Source: an optimization exercise on an open RTL-to-GDS flow (aim: small area, a short achievable clock period and few clock cycles per item). Production flows keep margins and buffers that such runs may drop. The RTL was checked by simulation tests, not by an equivalence proof against the original design.

## encrypt_out
module encrypt_out (
  input  logic         clk,
  input  logic         rst,
  input  logic         start,
  input  logic [127:0] plain_text,
  input  logic [127:0] key,
  output logic [127:0] encrypt,
  output logic         done,
  output logic         busy
);
For scale: roughly 390 I/O pins, ~75000 um^2 of cells after synthesis.
export LEC_CHECK = 0
export CAP_MARGIN = 0
export CORE_MARGIN = 2
export CORE_UTILIZATION = 55
export SLEW_MARGIN = 0
export SYNTH_HIERARCHICAL = 1
export SYNTH_MINIMUM_KEEP_SIZE = 0
create_clock -name core_clock -period 24.0 [get_ports {clk}]
standard.sh (not shown) runs the stock make flow with config.mk's settings and CLKGATE_MAP_FILE= SYNTH_SCRIPT=/design/flow/synth_recipe.tcl, a recipe that flattens the netlist after the stock synthesis.
==> flow/flow/run.sh <==
#!/bin/bash
# The standard ORFS layout (standard.sh), at the design's clock period
# and constraints, with three changes to how it is made:
#  - synthesis does not extract half/full adders into the platform's ha/fa
#    cells (ADDER_MAP_FILE empty), so ABC maps the adders with the rest;
#  - the floorplan step removes the buffers ABC inserted (REMOVE_ABC_BUFFERS)
#    and leaves buffering to the placer's repair steps;
#  - repair_timing aims for 12.5 ns of setup slack (SETUP_SLACK_MARGIN), so it
#    sizes and buffers the round's paths although they already meet 24 ns.
# make's output goes to flow.log here; each ORFS step also keeps its own log
# under orfs/logs/.
set -euo pipefail
cd "$(dirname "$0")/.."
bash standard.sh ADDER_MAP_FILE= REMOVE_ABC_BUFFERS=1 SETUP_SLACK_MARGIN=12.5 finish > flow.log 2>&1
Testbench counts at the start, summed over its fixed seeds: cycles 6,080, blocks 320.
Next try:
==> flow/flow/run.sh (replaced) <==
#!/bin/bash
# The standard ORFS layout (standard.sh), at the design's clock period
# and constraints, with two changes to how it is made:
#  - synthesis does not extract half/full adders into the platform's ha/fa
#    cells (ADDER_MAP_FILE empty), so ABC maps the adders with the rest;
#  - repair_timing aims for 13 ns of setup slack (SETUP_SLACK_MARGIN), so it
#    sizes and buffers the round's paths although they already meet 24 ns.
# make's output goes to flow.log here; each ORFS step also keeps its own log
# under orfs/logs/.
set -euo pipefail
cd "$(dirname "$0")/.."
bash standard.sh ADDER_MAP_FILE= SETUP_SLACK_MARGIN=13 finish > flow.log 2>&1
--- a/flow/config.mk
+++ b/flow/config.mk
@@ -8 +8 @@
-export CAP_MARGIN = 0
+export CAP_MARGIN = 20
@@ -10,2 +10,2 @@
-export CORE_UTILIZATION = 55
-export SLEW_MARGIN = 0
+export CORE_UTILIZATION = 40
+export SLEW_MARGIN = 20
First-iteration DRC count shrinks by 0.92%.
Utilization went down by 14 points.
Cell count is higher by 8.7%.
Fmax grows by 3.5%.
Cell area grows by 6.6%.
Next try:
--- a/flow/flow/run.sh
+++ b/flow/flow/run.sh
@@ -3 +3 @@
-# and constraints, with two changes to how it is made:
+# and constraints, with three changes to how it is made:
@@ -6 +6,3 @@
-#  - repair_timing aims for 13 ns of setup slack (SETUP_SLACK_MARGIN), so it
+#  - the floorplan step removes the buffers ABC inserted (REMOVE_ABC_BUFFERS)
+#    and leaves buffering to the placer's repair steps;
+#  - repair_timing aims for 12.5 ns of setup slack (SETUP_SLACK_MARGIN), so it
@@ -12 +14 @@
-bash standard.sh ADDER_MAP_FILE= SETUP_SLACK_MARGIN=13 finish > flow.log 2>&1
+bash standard.sh ADDER_MAP_FILE= REMOVE_ABC_BUFFERS=1 SETUP_SLACK_MARGIN=12.5 finish > flow.log 2>&1
--- a/flow/config.mk
+++ b/flow/config.mk
@@ -8 +8 @@
-export CAP_MARGIN = 20
+export CAP_MARGIN = 0
@@ -11 +11 @@
-export SLEW_MARGIN = 20
+export SLEW_MARGIN = 0
The changed run finished with timing, DRC and antenna clean.
Die area does not change.
Clock-buffer cell count grows by 6.
Area after synthesis does not change.
Cell count shrinks slightly.
Via count shrinks slightly.
Setup slack got worse by 380 ps.
Maximum frequency shrinks by a few percent.
Routed wire length shrinks by a few percent.
Register-to-register slack got worse by 380 ps.


Starting RTL as in the previous note.
export LEC_CHECK = 0
export CAP_MARGIN = 20
export CORE_MARGIN = 2
export CORE_UTILIZATION = 55
export SLEW_MARGIN = 20
export SYNTH_HIERARCHICAL = 1
export SYNTH_MINIMUM_KEEP_SIZE = 0
create_clock -name core_clock -period 24.0 [get_ports {clk}]
==> flow/flow/run.sh <==
#!/bin/bash
# The standard ORFS layout (standard.sh), at the design's clock period
# and constraints, with two changes to how it is made:
#  - synthesis does not extract half/full adders into the platform's ha/fa
#    cells (ADDER_MAP_FILE empty), so ABC maps the adders with the rest;
#  - repair_timing aims for 13.5 ns of setup slack (SETUP_SLACK_MARGIN), so it
#    sizes and buffers the round's paths although they already meet 24 ns.
# make's output goes to flow.log here; each ORFS step also keeps its own log
# under orfs/logs/.
set -euo pipefail
cd "$(dirname "$0")/.."
bash standard.sh ADDER_MAP_FILE= SETUP_SLACK_MARGIN=13.5 finish > flow.log 2>&1
The baseline produced a clean layout.
Testbench counts at the start, summed over its fixed seeds: cycles 6,080, blocks 320.
==> next run, changes <==
==> flow/flow/run.sh (replaced) <==
#!/bin/bash
# The standard ORFS layout (standard.sh), at the design's clock period
# and constraints, with two changes to how it is made:
#  - synthesis does not extract half/full adders into the platform's ha/fa
#    cells (ADDER_MAP_FILE empty), so ABC maps the adders with the rest;
#  - repair_timing aims for 12 ns of setup slack (SETUP_SLACK_MARGIN), so it
#    sizes and buffers the round's paths although they already meet 24 ns.
# make's output goes to flow.log here; each ORFS step also keeps its own log
# under orfs/logs/.
set -euo pipefail
cd "$(dirname "$0")/.."
bash standard.sh ADDER_MAP_FILE= SETUP_SLACK_MARGIN=12 finish > flow.log 2>&1
- CORE_UTILIZATION: 55 -> 40
After rerunning: The new run completed with no timing, DRC or antenna violations; utilization is lower by 24 points; final cell count increases by 2.8%; final area came out lower by 9.9%; global-route usage drops by 11 points; wire length stays flat; die area increases by 37%; worst hold slack loses 62 ps; via count came out lower by 5.1%; flip-flop and latch count stays the same.


Setup of try-cedar:
encrypt_out, a different RTL version from the one above (not shown whole).
Size in the first run: roughly 74000 um2 of cells after synthesis.
==> flow/config.mk <==
export PLATFORM = sky130hd
export DESIGN_NAME = encrypt_out
export DESIGN_NICKNAME = encrypt_out
export VERILOG_FILES = /design/flow/design.v
export SDC_FILE = /design/flow/constraint.sdc
export NUM_CORES = 4
export LEC_CHECK = 0
export CAP_MARGIN = 0
export CORE_MARGIN = 2
export CORE_UTILIZATION = 40
export PLACE_DENSITY = 0.8
export SLEW_MARGIN = 0
export SYNTH_HIERARCHICAL = 1
export SYNTH_MINIMUM_KEEP_SIZE = 0
==> flow/constraint.sdc <==
create_clock -name core_clock -period 24.0 [get_ports {clk}]
set_input_delay 4.8000 -clock core_clock [delete_from_list [all_inputs] [get_ports {clk}]]
set_output_delay 4.8000 -clock core_clock [all_outputs]
set_load 0.01 [all_outputs]
==> flow/flow/run.sh <==
#!/bin/bash
# The standard ORFS layout (standard.sh), at the design's clock period
# and constraints, with three changes to how it is made:
#  - synthesis does not extract half/full adders into the platform's ha/fa
#    cells (ADDER_MAP_FILE empty), so ABC maps the adders with the rest;
#  - the floorplan step removes the buffers ABC inserted (REMOVE_ABC_BUFFERS)
#    and leaves buffering to the placer's repair steps;
#  - repair_timing aims for 12.5 ns of setup slack (SETUP_SLACK_MARGIN), so it
#    sizes and buffers the round's paths although they already meet 24 ns.
# make's output goes to flow.log here; each ORFS step also keeps its own log
# under orfs/logs/.
set -euo pipefail
cd "$(dirname "$0")/.."
bash standard.sh ADDER_MAP_FILE= REMOVE_ABC_BUFFERS=1 SETUP_SLACK_MARGIN=12.5 finish > flow.log 2>&1
try-cedar did not stop at any stage, and its layout met the timing, design-rule and antenna checks.
Testbench counts of try-cedar, summed over its fixed seeds: cycles 6,080, blocks 320.
Setup changes, try-cedar to try-willow
Settings: a change of CAP_MARGIN from 0 to 5; a change of SLEW_MARGIN from 0 to 5; a change of CORE_UTILIZATION from 40 to 55.
--- a/flow/flow/run.sh
+++ b/flow/flow/run.sh
@@ -6,5 +6,5 @@
 #  - the floorplan step removes the buffers ABC inserted (REMOVE_ABC_BUFFERS)
 #    and leaves buffering to the placer's repair steps;
-#  - repair_timing aims for 12.5 ns of setup slack (SETUP_SLACK_MARGIN), so it
+#  - repair_timing aims for 12.75 ns of setup slack (SETUP_SLACK_MARGIN), so it
 #    sizes and buffers the round's paths although they already meet 24 ns.
 # make's output goes to flow.log here; each ORFS step also keeps its own log
@@ -12,3 +12,3 @@
 set -euo pipefail
 cd "$(dirname "$0")/.."
-bash standard.sh ADDER_MAP_FILE= REMOVE_ABC_BUFFERS=1 SETUP_SLACK_MARGIN=12.5 finish > flow.log 2>&1
+bash standard.sh ADDER_MAP_FILE= REMOVE_ABC_BUFFERS=1 SETUP_SLACK_MARGIN=12.75 finish > flow.log 2>&1
[summary]
- Compared try-cedar against try-willow; via count of the first global-routing pass within noise.
- try-willow packs its core more tightly than try-cedar.
- Per the comparison of try-willow with try-cedar, final instance count without filler cells shrank by 643; met3 wirelength from detailed routing grew by 7600 um.
- w0[16] as the endpoint of the most critical setup path was reported by try-cedar, and w0[27] by try-willow.
- Changes observed in try-willow relative to try-cedar: final instance area now sits higher.
- Time the final worst path needs with I/O delays and setup: try-willow lower than try-cedar
Modified inputs, try-violet compared to try-willow
Settings: CAP_MARGIN: 5 -> 0; SLEW_MARGIN: 5 -> 0; PLACE_DENSITY: 0.8 -> unset; CORE_UTILIZATION: 55 -> 40.
--- a/flow/flow/run.sh
+++ b/flow/flow/run.sh
@@ -6,5 +6,5 @@
 #  - the floorplan step removes the buffers ABC inserted (REMOVE_ABC_BUFFERS)
 #    and leaves buffering to the placer's repair steps;
-#  - repair_timing aims for 12.75 ns of setup slack (SETUP_SLACK_MARGIN), so it
+#  - repair_timing aims for 12.5 ns of setup slack (SETUP_SLACK_MARGIN), so it
 #    sizes and buffers the round's paths although they already meet 24 ns.
 # make's output goes to flow.log here; each ORFS step also keeps its own log
@@ -12,3 +12,3 @@
 set -euo pipefail
 cd "$(dirname "$0")/.."
-bash standard.sh ADDER_MAP_FILE= REMOVE_ABC_BUFFERS=1 SETUP_SLACK_MARGIN=12.75 finish > flow.log 2>&1
+bash standard.sh ADDER_MAP_FILE= REMOVE_ABC_BUFFERS=1 SETUP_SLACK_MARGIN=12.5 finish > flow.log 2>&1
==> run notes <==
No crash in try-violet: every stage finished, but the layout fails its final checks due to max-capacitance violations, max-slew violations. For post-layout instance count excluding filler cells, dividing the value from try-violet by the value from try-willow gives 1.06. Relative to try-willow, the area of combinational cells with multiple inputs of try-violet is lower by 2.2%. Total routing usage reported by global routing in try-violet is 11 points below try-willow. Delta (try-violet minus try-willow): wire length of the first global-routing pass went down by 3300 um, worst setup slack went down by 0.048 ns.
Input changes introduced in try-amber (baseline for comparison: try-violet):
Settings: putting PLACE_DENSITY at 0.8 where nothing was set; swapping 0 for 5 in SLEW_MARGIN; swapping 0 for 5 in CAP_MARGIN.
--- a/flow/flow/run.sh
+++ b/flow/flow/run.sh
@@ -6,5 +6,5 @@
 #  - the floorplan step removes the buffers ABC inserted (REMOVE_ABC_BUFFERS)
 #    and leaves buffering to the placer's repair steps;
-#  - repair_timing aims for 12.5 ns of setup slack (SETUP_SLACK_MARGIN), so it
+#  - repair_timing aims for 13 ns of setup slack (SETUP_SLACK_MARGIN), so it
 #    sizes and buffers the round's paths although they already meet 24 ns.
 # make's output goes to flow.log here; each ORFS step also keeps its own log
@@ -12,3 +12,3 @@
 set -euo pipefail
 cd "$(dirname "$0")/.."
-bash standard.sh ADDER_MAP_FILE= REMOVE_ABC_BUFFERS=1 SETUP_SLACK_MARGIN=12.5 finish > flow.log 2>&1
+bash standard.sh ADDER_MAP_FILE= REMOVE_ABC_BUFFERS=1 SETUP_SLACK_MARGIN=13 finish > flow.log 2>&1
- Taking try-violet as the reference, in try-amber required time of the worst setup path picked up an extra 0.04 ns; cell area picked up an extra about 5%.
- Diff try-violet -> try-amber | largest net degree at the start of global routing | up by a few percent
- try-amber has completed all stages; timing, DRC and antenna checks passed.

static timing again, ports no longer ideal:
The results above use ideal ports. As a check the final layouts listed here were re-extracted and re-timed, cells and wires unchanged. Step 1 sets driving cells, clkbuf_16 on the clock port and buf_2 on the other inputs (assumed; they add their load-dependent delay and slew). Step 2 adds t to the input delays and takes it off the output delays; t is the mean of the earliest and latest rising clock arrival at the registers after step 1. Input paths then give back, and output paths get back, about the clock's delay inside the block. a / b / c = ideal ports / drivers / drivers and shift; a / b = the first two.
| run | shift t [ns] | setup WS [ns] | worst slew at a driven data input, ns | cell pins on the clock port's net |
|---|---|---|---|---|
| the first run of note 1 | 0.794 | 12.664 / 12.664 / 12.664 | 0.15 | 1 |
| the second run of note 1 | 0.800 | 13.046 / 13.046 / 13.046 | 0.14 | 1 |
| the third run of note 1 | 0.813 | 12.664 / 12.664 / 12.664 | 0.08 | 1 |
| the first run of note 2 | 0.775 | 13.255 / 13.255 / 13.255 | 0.09 | 1 |
| the second run of note 2 | 0.792 | 12.184 / 12.184 / 12.184 | 0.15 | 1 |
| try-cedar | 0.781 | 12.730 / 12.730 / 12.730 | 0.14 | 1 |
| try-willow | 0.800 | 12.767 / 12.767 / 12.767 | 0.13 | 1 |
| try-violet | 0.783 | 12.719 / 12.719 / 12.719 | 0.10 | 1 |
| try-amber | 0.784 | 13.007 / 13.007 / 13.007 | 0.13 | 1 |
